Context: an optimization exercise on an open-source flow, tuned for a short achievable clock period and few clock cycles. The choices shown serve that exercise and are no tape-out recipe.
Function was checked by simulation only, so behaviour that the tests miss may differ from the original.
Power and IR drop assume default switching activity.

[config.mk]
export PLATFORM = sky130hd
export DESIGN_NAME = rv_pipe_top
export DESIGN_NICKNAME = rv_pipe_top
export VERILOG_FILES = /design/flow/design.v
export SDC_FILE = /design/flow/constraint.sdc
export NUM_CORES = 4
export LEC_CHECK = 0
export CAP_MARGIN = 20
export CORE_MARGIN = 2
export CORE_UTILIZATION = 40
export SLEW_MARGIN = 20
[constraint.sdc]
create_clock -name core_clock -period 6.5 [get_ports {clk}]
set_input_delay 1.3000 -clock core_clock [delete_from_list [all_inputs] [get_ports {clk}]]
set_output_delay 1.3000 -clock core_clock [all_outputs]
set_load 0.01 [all_outputs]
[design.v]
package rv_pipe_pkg;
  typedef struct packed {
    logic [6:0]         funct7;
    logic [5-1:0] rs2;
    logic [5-1:0] rs1;
    logic [2:0]         funct3;
    logic [5-1:0] rd;
    logic [6:0]         opcode;
  } r_fmt_t;
  typedef struct packed {
    logic [11:0]        imm12;
    logic [5-1:0] rs1;
    logic [2:0]         funct3;
    logic [5-1:0] rd;
    logic [6:0]         opcode;
  } i_fmt_t;
  typedef struct packed {
    logic [6:0]         imm_hi;   
    logic [5-1:0] rs2;
    logic [5-1:0] rs1;
    logic [2:0]         funct3;
    logic [4:0]         imm_lo;   
    logic [6:0]         opcode;
  } b_fmt_t;
  typedef struct packed {
    logic [19:0]        imm20;
    logic [5-1:0] rd;
    logic [6:0]         opcode;
  } u_fmt_t;
  typedef union packed {
    r_fmt_t r_fmt;
    i_fmt_t i_fmt;
    b_fmt_t b_fmt;
    u_fmt_t u_fmt;
  } inst_u;
  typedef enum logic [3:0] {
    ALU_ADD, ALU_SUB, ALU_SLL, ALU_SLT, ALU_SLTU, ALU_XOR,
    ALU_SRL, ALU_SRA, ALU_OR, ALU_AND, ALU_PASS_B
  } alu_op_e;
  typedef enum logic [2:0] {
    BR_NONE, BR_EQ, BR_NE, BR_LT, BR_GE, BR_LTU, BR_GEU
  } br_cond_e;
endpackage
module rv_fetch (
  input  logic              clk,
  input  logic              rst,
  input  logic [32-1:0]  inst_word,
  input  logic              redirect,
  input  logic [32-1:0]  redirect_pc,
  output logic [32-1:0]  inst_addr,
  output logic              f_valid,
  output logic [32-1:0]  f_pc,
  output logic [32-1:0]  f_inst,
  output logic              fetch_stopped
);
  logic [32-1:0] pc;
  logic             zero_word;
  assign inst_addr = pc;
  assign zero_word = (inst_word == '0);
  assign fetch_stopped = zero_word;
  always_ff @(posedge clk)
  begin
    if (rst)
      pc <= 32'h0000_0000;
    else if (redirect)
      pc <= redirect_pc;              
    else if (!zero_word)
      pc <= pc + 4;
  end
  always_ff @(posedge clk)
  begin
    if (rst)
      f_valid <= 1'b0;
    else
      f_valid <= !redirect && !zero_word;
  end
  always_ff @(posedge clk)
  begin
    f_pc   <= pc;
    f_inst <= inst_word;
  end
endmodule
module rv_decode (
  input  logic               clk,
  input  logic               rst,
  input  logic               flush,
  input  logic               f_valid,
  input  logic [32-1:0]   f_pc,
  input  logic [32-1:0]   f_inst,
  output logic [5-1:0] rs1,
  output logic [5-1:0] rs2,
  input  logic [32-1:0]   rdata1,
  input  logic [32-1:0]   rdata2,
  output logic               d_valid,
  output logic [32-1:0]   d_pc,
  output logic [5-1:0] d_rd,
  output logic [5-1:0] d_rs1,
  output logic [5-1:0] d_rs2,
  output logic [32-1:0]   d_op1,
  output logic [32-1:0]   d_op2,
  output logic [32-1:0]   d_imm,
  output rv_pipe_pkg::alu_op_e d_alu_op,
  output logic               d_use_imm,
  output rv_pipe_pkg::br_cond_e d_br_cond,
  output logic               d_wr
);
  rv_pipe_pkg::inst_u            inst;
  logic [32-1:0] imm_i, imm_b, imm_u, imm_sh;
  logic [32-1:0] imm;
  logic             known, use_imm, wr;
  rv_pipe_pkg::alu_op_e          alu_op;
  rv_pipe_pkg::br_cond_e         br_cond;
  function automatic rv_pipe_pkg::alu_op_e alu_from_funct3(input logic [2:0] funct3, input logic alt);
    case (funct3)
      3'b000:  alu_from_funct3 = alt ? rv_pipe_pkg::ALU_SUB : rv_pipe_pkg::ALU_ADD;
      3'b001:  alu_from_funct3 = rv_pipe_pkg::ALU_SLL;
      3'b010:  alu_from_funct3 = rv_pipe_pkg::ALU_SLT;
      3'b011:  alu_from_funct3 = rv_pipe_pkg::ALU_SLTU;
      3'b100:  alu_from_funct3 = rv_pipe_pkg::ALU_XOR;
      3'b101:  alu_from_funct3 = alt ? rv_pipe_pkg::ALU_SRA : rv_pipe_pkg::ALU_SRL;
      3'b110:  alu_from_funct3 = rv_pipe_pkg::ALU_OR;
      default: alu_from_funct3 = rv_pipe_pkg::ALU_AND;
    endcase
  endfunction
  assign inst = f_inst;
  assign rs1  = inst.r_fmt.rs1;
  assign rs2  = inst.r_fmt.rs2;
  assign imm_i  = {{(32-12){inst.i_fmt.imm12[11]}}, inst.i_fmt.imm12};
  assign imm_b  = {{(32-12){inst.b_fmt.imm_hi[6]}}, inst.b_fmt.imm_lo[0],
                   inst.b_fmt.imm_hi[5:0], inst.b_fmt.imm_lo[4:1], 1'b0};
  assign imm_u  = {inst.u_fmt.imm20, 12'b0};
  assign imm_sh = {{(32-5){1'b0}}, inst.i_fmt.imm12[4:0]};   
  always_comb
  begin
    known   = 1'b0;
    wr      = 1'b0;
    use_imm = 1'b0;
    imm     = imm_i;
    alu_op  = rv_pipe_pkg::ALU_ADD;
    br_cond = rv_pipe_pkg::BR_NONE;
    case (inst.r_fmt.opcode)
      7'b0110011:
      begin
        known  = 1'b1;
        wr     = 1'b1;
        alu_op = alu_from_funct3(inst.r_fmt.funct3, inst.r_fmt.funct7[5]);
      end
      7'b0010011:
      begin
        known   = 1'b1;
        wr      = 1'b1;
        use_imm = 1'b1;
        alu_op  = alu_from_funct3(inst.i_fmt.funct3,
                                  inst.i_fmt.funct3 == 3'b101 && inst.r_fmt.funct7[5]);
        if (inst.i_fmt.funct3 == 3'b001 || inst.i_fmt.funct3 == 3'b101)
          imm = imm_sh;
      end
      7'b0110111:
      begin
        known   = 1'b1;
        wr      = 1'b1;
        use_imm = 1'b1;
        imm     = imm_u;
        alu_op  = rv_pipe_pkg::ALU_PASS_B;
      end
      7'b1100011:
      begin
        imm   = imm_b;
        known = 1'b1;
        case (inst.b_fmt.funct3)
          3'b000:  br_cond = rv_pipe_pkg::BR_EQ;
          3'b001:  br_cond = rv_pipe_pkg::BR_NE;
          3'b100:  br_cond = rv_pipe_pkg::BR_LT;
          3'b101:  br_cond = rv_pipe_pkg::BR_GE;
          3'b110:  br_cond = rv_pipe_pkg::BR_LTU;
          3'b111:  br_cond = rv_pipe_pkg::BR_GEU;
          default: known   = 1'b0;    
        endcase
      end
      default: known = 1'b0;
    endcase
  end
  always_ff @(posedge clk)
  begin
    if (rst)
      d_valid <= 1'b0;
    else
      d_valid <= f_valid && known && !flush;   
  end
  always_ff @(posedge clk)
  begin
    d_pc      <= f_pc;
    d_rd      <= inst.r_fmt.rd;
    d_rs1     <= inst.r_fmt.rs1;
    d_rs2     <= inst.r_fmt.rs2;
    d_op1     <= rdata1;
    d_op2     <= rdata2;
    d_imm     <= imm;
    d_alu_op  <= alu_op;
    d_use_imm <= use_imm;
    d_br_cond <= br_cond;
    d_wr      <= wr;
  end
endmodule
module rv_execute (
  input  logic               d_valid,
  input  logic [32-1:0]   d_pc,
  input  logic [5-1:0] d_rd,
  input  logic [5-1:0] d_rs1,
  input  logic [5-1:0] d_rs2,
  input  logic [32-1:0]   d_op1,
  input  logic [32-1:0]   d_op2,
  input  logic [32-1:0]   d_imm,
  input  rv_pipe_pkg::alu_op_e            d_alu_op,
  input  logic               d_use_imm,
  input  rv_pipe_pkg::br_cond_e           d_br_cond,
  input  logic               d_wr,
  input  logic               wb_valid,
  input  logic [5-1:0] wb_rd,
  input  logic [32-1:0]   wb_data,
  output logic               e_valid,
  output logic [5-1:0] e_rd,
  output logic [32-1:0]   e_data,
  output logic               redirect,
  output logic [32-1:0]   redirect_pc
);
  logic [32-1:0] src_a;     
  logic [32-1:0] src_b;     
  logic [32-1:0] alu_b;
  logic [32-1:0] alu_out;
  logic [4:0]       shamt;
  logic             lt_s, lt_u, eq;
  logic             taken;
  assign src_a = (wb_valid && wb_rd == d_rs1) ? wb_data : d_op1;
  assign src_b = (wb_valid && wb_rd == d_rs2) ? wb_data : d_op2;
  assign alu_b = d_use_imm ? d_imm : src_b;
  assign shamt = alu_b[4:0];
  always_comb
  begin
    case (d_alu_op)
      rv_pipe_pkg::ALU_ADD:    alu_out = src_a + alu_b;
      rv_pipe_pkg::ALU_SUB:    alu_out = src_a - alu_b;
      rv_pipe_pkg::ALU_SLL:    alu_out = src_a << shamt;
      rv_pipe_pkg::ALU_SLT:    alu_out = {{(32-1){1'b0}}, $signed(src_a) < $signed(alu_b)};
      rv_pipe_pkg::ALU_SLTU:   alu_out = {{(32-1){1'b0}}, src_a < alu_b};
      rv_pipe_pkg::ALU_XOR:    alu_out = src_a ^ alu_b;
      rv_pipe_pkg::ALU_SRL:    alu_out = src_a >> shamt;
      rv_pipe_pkg::ALU_SRA:    alu_out = $signed(src_a) >>> shamt;   
      rv_pipe_pkg::ALU_OR:     alu_out = src_a | alu_b;
      rv_pipe_pkg::ALU_AND:    alu_out = src_a & alu_b;
      rv_pipe_pkg::ALU_PASS_B: alu_out = alu_b;                      
      default:    alu_out = '0;
    endcase
  end
  assign eq   = (src_a == src_b);
  assign lt_s = ($signed(src_a) < $signed(src_b));
  assign lt_u = (src_a < src_b);
  always_comb
  begin
    case (d_br_cond)
      rv_pipe_pkg::BR_EQ:   taken = eq;
      rv_pipe_pkg::BR_NE:   taken = !eq;
      rv_pipe_pkg::BR_LT:   taken = lt_s;
      rv_pipe_pkg::BR_GE:   taken = !lt_s;
      rv_pipe_pkg::BR_LTU:  taken = lt_u;
      rv_pipe_pkg::BR_GEU:  taken = !lt_u;
      default: taken = 1'b0;
    endcase
  end
  assign redirect    = d_valid && taken;
  assign redirect_pc = d_pc + d_imm;
  assign e_valid = d_valid && d_wr && (d_rd != '0);
  assign e_rd    = d_rd;
  assign e_data  = alu_out;
endmodule
module rv_regfile (
  input  logic               clk,
  input  logic               rst,
  input  logic [5-1:0] rs1,
  input  logic [5-1:0] rs2,
  output logic [32-1:0]   rdata1,
  output logic [32-1:0]   rdata2,
  input  logic               e_valid,
  input  logic [5-1:0] e_rd,
  input  logic [32-1:0]   e_data,
  output logic               retire_valid,
  output logic [5-1:0] retire_rd,
  output logic [32-1:0]   retire_data
);
  logic [32-1:0] regs [32];
  always_ff @(posedge clk)
  begin
    if (rst)
      retire_valid <= 1'b0;
    else
      retire_valid <= e_valid;
  end
  always_ff @(posedge clk)
  begin
    retire_rd   <= e_rd;
    retire_data <= e_data;
  end
  always_ff @(posedge clk)
  begin
    if (retire_valid)
      regs[retire_rd] <= retire_data;
  end
  assign rdata1 = (rs1 == '0) ? '0 :
                  (retire_valid && retire_rd == rs1) ? retire_data : regs[rs1];
  assign rdata2 = (rs2 == '0) ? '0 :
                  (retire_valid && retire_rd == rs2) ? retire_data : regs[rs2];
endmodule
module rv_pipe_top (
  input  logic               clk,
  input  logic               rst,
  output logic [32-1:0]   inst_addr,
  input  logic [32-1:0]   inst_word,
  output logic               retire_valid,
  output logic [5-1:0] retire_rd,
  output logic [32-1:0]   retire_data,
  output logic               halt
);
  logic               f_valid, fetch_stopped;
  logic [32-1:0]   f_pc, f_inst;
  logic [5-1:0] rs1, rs2;
  logic [32-1:0]   rdata1, rdata2;
  logic               d_valid, d_use_imm, d_wr;
  logic [32-1:0]   d_pc, d_op1, d_op2, d_imm;
  logic [5-1:0] d_rd, d_rs1, d_rs2;
  rv_pipe_pkg::alu_op_e            d_alu_op;
  rv_pipe_pkg::br_cond_e           d_br_cond;
  logic               e_valid, redirect;
  logic [5-1:0] e_rd;
  logic [32-1:0]   e_data, redirect_pc;
  rv_fetch u_fetch (
    .clk, .rst, .inst_word, .redirect, .redirect_pc, .inst_addr,
    .f_valid, .f_pc, .f_inst, .fetch_stopped
  );
  rv_decode u_decode (
    .clk, .rst, .flush(redirect), .f_valid, .f_pc, .f_inst, .rs1, .rs2, .rdata1, .rdata2,
    .d_valid, .d_pc, .d_rd, .d_rs1, .d_rs2, .d_op1, .d_op2, .d_imm, .d_alu_op,
    .d_use_imm, .d_br_cond, .d_wr
  );
  rv_execute u_execute (
    .d_valid, .d_pc, .d_rd, .d_rs1, .d_rs2, .d_op1, .d_op2, .d_imm, .d_alu_op,
    .d_use_imm, .d_br_cond, .d_wr,
    .wb_valid(retire_valid), .wb_rd(retire_rd), .wb_data(retire_data),   
    .e_valid, .e_rd, .e_data, .redirect, .redirect_pc
  );
  rv_regfile u_regfile (
    .clk, .rst, .rs1, .rs2, .rdata1, .rdata2, .e_valid, .e_rd, .e_data,
    .retire_valid, .retire_rd, .retire_data
  );
  always_ff @(posedge clk)
  begin
    if (rst)
      halt <= 1'b0;
    else if (fetch_stopped && !f_valid && !d_valid && !retire_valid)
      halt <= 1'b1;
  end
endmodule
[run.sh]
#!/bin/bash
# synth_recipe.tcl (not shown) runs the flow's synth.tcl, then flattens the netlist and writes it again
# the make line also repeats each setting of config.mk as NAME=value (left out here)
make -C /OpenROAD-flow-scripts/flow DESIGN_CONFIG=/design/flow/config.mk WORK_HOME=/design/flow/orfs CLKGATE_MAP_FILE= SYNTH_SCRIPT=/design/flow/synth_recipe.tcl finish
==> results.txt <==
-- critical path: stages (launching register included) --
cell and delay [ps]:
dfxtp_1 610, xor2_1 140, nor4_2 400, and3_4 430, buf_12 250, mux2_2 400
inv_1 110, ha_1 190, inv_1 70, fa_1 470, nor2b_1 190, a2111o_1 310
a21oi_1 170, a41oi_1 120, o21ai_1 280, o32ai_1 230, a211oi_1 510, a31oi_1 250
or4_1 460, o311a_1 160, nand4_1 120
-- power groups by stage --
| stage | clock [W] | sequential (W) | combinational (W) |
|---|---|---|---|
| after floorplan | 0 | 0.0109 | 0.00240 |
| after global placement | 0 | 0.0105 | 0.00488 |
| after detailed placement | 0 | 0.0105 | 0.00492 |
| after CTS | 0.00837 | 0.0104 | 0.00494 |
| after global routing | 0.00869 | 0.0104 | 0.00533 |
| final | 0.00825 | 0.0104 | 0.00504 |
-- synthesized netlist by cell type, types with 9 or more instances --
library cell     n  share of area (%)
a211o_1         10               0.13
a211oi_1       106                1.2
a211oi_2        20               0.37
a21o_1          72               0.79
a21oi_1        164                1.2
a221o_1         20               0.29
a221oi_1        37               0.47
a22oi_1         12               0.13
a31oi_1         16               0.15
and2_1          16               0.15
and3_1          22               0.20
buf_1           67               0.37
buf_2           27               0.20
buf_4            9              0.099
clkbuf_1       199                1.1
dfxtp_1        289                8.5
edfxtp_1      1024                 45
ha_1           165                3.0
inv_1          122               0.67
mux2_2          38               0.63
mux2i_1        259                3.8
mux4_2         657                 22
nand2_1        163               0.89
nand2b_1        22               0.20
nand3_1         44               0.32
nand4_1         28               0.26
nor2_1         343                1.9
nor2b_1         16               0.15
nor3_1          39               0.29
nor4_1          21               0.19
o2111ai_1       12               0.15
o211ai_1        30               0.33
o21a_1          10               0.11
o21ai_0        108               0.79
o21ai_1         11              0.080
o21bai_1        25               0.27
o221ai_1        15               0.19
o22ai_1         33               0.30
o31ai_1         11               0.12
or3_1           13               0.12
xnor2_1         45               0.58
xor2_1          33               0.42
-- worst max path at each step --
stage                                        endpoint  slack, ps  cells past startpoint
global route        u_regfile.retire_data[29]$_DFF_P_        250                     19
detailed placement  u_regfile.retire_data[30]$_DFF_P_        700                     20
CTS                 u_regfile.retire_data[30]$_DFF_P_        660                     20
floorplan           u_regfile.retire_data[30]$_DFF_P_       1550                     24
global placement    u_regfile.retire_data[30]$_DFF_P_        790                     20
finish              u_regfile.retire_data[30]$_DFF_P_        560                     20
-- flip-flops by register name, indices dropped and copies added (netlist names), 32 cells and up --
register	flops
u_decode.d_op1	32
u_fetch.f_pc	32
u_decode.d_pc	32
u_decode.d_imm	32
u_regfile.retire_data	32
u_fetch.pc	32
u_fetch.f_inst	32
u_regfile.regs	1024
u_decode.d_op2	32
-- cell families (layout without fill, tap and decap cells) --
kind of cell | after synthesis | in the layout | synth area share [%]
flops | 1313 | 1313 | 53.4
mux | 962 | 962 | 26.2
compound gates | 802 | 802 | 8.32
simple gates | 780 | 780 | 5.28
buf+inv | 440 | 635 | 2.67
fa+ha+maj | 168 | 168 | 3.11
xor+xnor | 79 | 79 | 1.02
other cells | 0 | 1 | 0
-- final cells by class --
type                            instances  share of cell area (%)
Tap cell                             2218                    3.59
Timing Repair Buffer                  241                    2.88
Multi-Input combinational cell       2791                    39.4
Inverter                              126                   0.616
Clock inverter                         78                    1.08
Antenna cell                            1                 0.00324
Sequential cell                      1313                    47.4
Clock buffer                          190                    5.06
-- metrics by stage --
| step | total power [W] | worst slack (ps) |
|---|---|---|
| finish | 0.0237 | 561 |
| CTS | 0.0237 | 664 |
| detailed placement | 0.0154 | 697 |
| global placement | 0.0154 | 788 |
| floorplan | 0.0133 | 1550 |
| global route | 0.0244 | 247 |
-- per-layer routing --
| metal | global-route usage, % | up-vias | share of wire (%) |
|---|---|---|---|
| li1 | - | 18700 | - |
| met1 | 37.1 | 23500 | 41 |
| met2 | 40.7 | 2485 | 46 |
| met3 | 5.84 | 445 | 9.5 |
| met4 | 10.3 | 10 | 4.1 |
| met5 | 0 | - | 0.028 |
==> flow_summary.rst <==
.. list-table::
   :header-rows: 1

   * - Metric
     - Value
   * - Ratio of final minimum period to clock period
     - 91.4%
   * - Post-Place Cell Area
     - between 70000 and 80000 um^2
   * - Highest net fanout along the worst path
     - 23
   * - Async S/R FF share, synth
     - 0%
   * - Count of instances resized after the clock tree is built
     - 0
   * - Result of the run
     - complete, no violations
   * - DRC violations left
     - 0
   * - Buffers inserted during post-CTS setup optimization
     - 0
   * - HPWL Detailed
     - between 100 and 150 mm
   * - Reg-to-reg critical path startpoint
     - u_regfile.retire_rd[2]$_DFF_P_
   * - Relative slew slack
     - between 10% and 20%
   * - Kind of end point of the critical path
     - flip-flop
   * - Fraction of power consumed by combinational cells
     - a little over a fifth
   * - All-Layer GR Usage
     - a little over a quarter
   * - Reg power frac
     - a little over two fifths
   * - Synth warn
     - 5
   * - TritonCTS clock tree
     - yes
   * - Number of flip-flops and latches in the synthesized netlist
     - approximately 1300
   * - Number of clock buffers inserted by TritonCTS
     - roughly 150
   * - Cell Int Power
     - 0.0164 W
   * - Number of unique standard cell types used by synthesis
     - between 100 and 150
   * - Synthesized instance count
     - 4544
   * - Hold Worst Slack
     - 306 ps
   * - Unrepaired setup endpoints after global routing
     - no
   * - Mapped Area
     - around 68000 um^2
   * - Cell depth of the worst min-delay path
     - 0
   * - Number of enable flip-flop cells after synthesis
     - slightly above 1000
   * - Detailed-routing iteration count for the pre-antenna-repair pass
     - 6
   * - Flip-flop cell with the highest count after synthesis
     - edfxtp_1
   * - Ports
     - 105
   * - Net Sw Frac
     - 30.5%
   * - First-pass GRT wire length
     - 332 mm
   * - Power density normalized to cell area
     - between 300 and 400 nW/um^2
   * - DR iter-0 viols
     - around 5700
   * - Initial Util
     - roughly two fifths
   * - Pin count of the biggest net entering global routing
     - between 100 and 150
   * - Grt total ovfl
     - 0
   * - CTS Hold Buffers Added
     - 0
   * - Number of antenna violations at the first check in global routing
     - 9
   * - Total area of sequential cells
     - approximately 37000 um^2
   * - Endpoints failing setup
     - 0
   * - Setup TNS Final
     - 0 ps
   * - Max rail drop VDD
     - ~0.27 mV
   * - Worst setup SP type
     - flip-flop
   * - Most used cells in the layout excluding fill and tap cells
     - 1024 x edfxtp_1, 657 x mux4_2, 306 x nor2_1
   * - Max Fclk
     - roughly 0.17 GHz
   * - Number of fill cells
     - about 15000
   * - Worst Setup Path Type
     - flip-flop to flip-flop
   * - Number of placed cells counting well taps
     - 6689
   * - P_leak
     - roughly 26 nW
   * - Hold Vio Cnt, Final
     - 0
   * - Fin. max-slew vios
     - 0
   * - Detailed-route wire length
     - between 200 and 250 mm
   * - Slack of the worst reg-to-reg path
     - roughly 560 ps
   * - Buffer type at the clock tree root
     - clkbuf_16
   * - Switching power of the nets
     - ~0.0072 W
   * - Clock latency reported for the late side of the worst-skew pair
     - around 800 ps
   * - Worst setup path startpoint
     - u_regfile.retire_rd[2]$_DFF_P_
   * - Fraction of layout cells with a size suffix above 1
     - between 20% and 30%
   * - Most common cell after layout, fill and taps aside
     - edfxtp_1
   * - Width of the die
     - 418 um
   * - Worst Tran Pin Value
     - about 1300 ps
   * - Die Ht
     - between 400 and 500 um
   * - DRT antenna net count
     - 0
   * - Net count of the finished layout
     - around 4800
   * - Avg Synthesized Cell Area
     - roughly 15 um^2
   * - Sequential fraction of the synthesis area
     - roughly 53%
   * - FF-to-FF End
     - u_regfile.retire_data[30]$_DFF_P_
   * - Proportion of power drawn by the clock network
     - 34.9%
   * - Post-route standard cell area excluding fillers
     - approximately 77000 um^2
   * - Die ar.
     - between 150000 and 200000 um^2
   * - HP Class
     - flip-flop to flip-flop
   * - Largest buffer count on any clock path
     - 3
   * - Worst Reg-to-Reg Cells
     - 20
   * - Gpl congestion
     - just over 1
   * - Routed wire per std cell
     - ~34 um
   * - Final Critical Period
     - 5940 ps
   * - Port bufs
     - between 100 and 150
   * - Clock sink total
     - 1313
   * - Routed vias/inst
     - roughly 6.5
   * - Post-route core utilization
     - ~45%
   * - Total number of placement rows
     - approximately 150
   * - Data arrival, critical path
     - about 6700 ps
   * - Max cap viols
     - 0
   * - Worst Path Required
     - 7240 ps
   * - Post-Synthesis Net Count
     - 4746
   * - Placeable Area
     - between 150000 and 200000 um^2
   * - Area growth from synthesis to layout
     - 12.8%
   * - Total area of multi-input combinational cells
     - 30400 um^2
   * - Worst hold path endpoint
     - u_decode.d_pc[18]$_DFF_P_
   * - Total number of vias
     - 45100
   * - Number of global-route vias before repair
     - approximately 44000
   * - Hold path startpoint
     - u_fetch.f_pc[18]$_DFF_P_
   * - Count of placed standard cells in the final layout, fillers left out
     - 6958
   * - H-tree levels
     - 4
   * - CTS clock-pin slew for the worst setup and hold paths
     - approximately 60 ps
   * - Layout Skew
     - approximately 39 ps
Testbench counts, summed over its fixed seeds: cycles 181,805.

-- port drivers added, routing unchanged --
How much do the figures lean on ideal ports? The routed layout below was timed once more, with nothing changed but the port constraints.
Step 1, drivers: a clkbuf_16 drives clk and a buf_2 each remaining input, both assumed.
Step 2 times the ports against the registers' clock, not the clock port: input delays grow and output delays shrink by t, the midpoint of the rising clock arrivals with the driver on.
Slacks: ideal ports / drivers / drivers and shift; pairs: ideal ports / drivers.
t, ns: 0.865
setup WS [ns]: 0.561 / 0.561 / 0.561
worst setup path at the end: register to register
After both steps setup and hold are still met in this run. For this run, drivers alone change the setup slack by 0.000 ns; drivers and shift together by 0.000 ns.
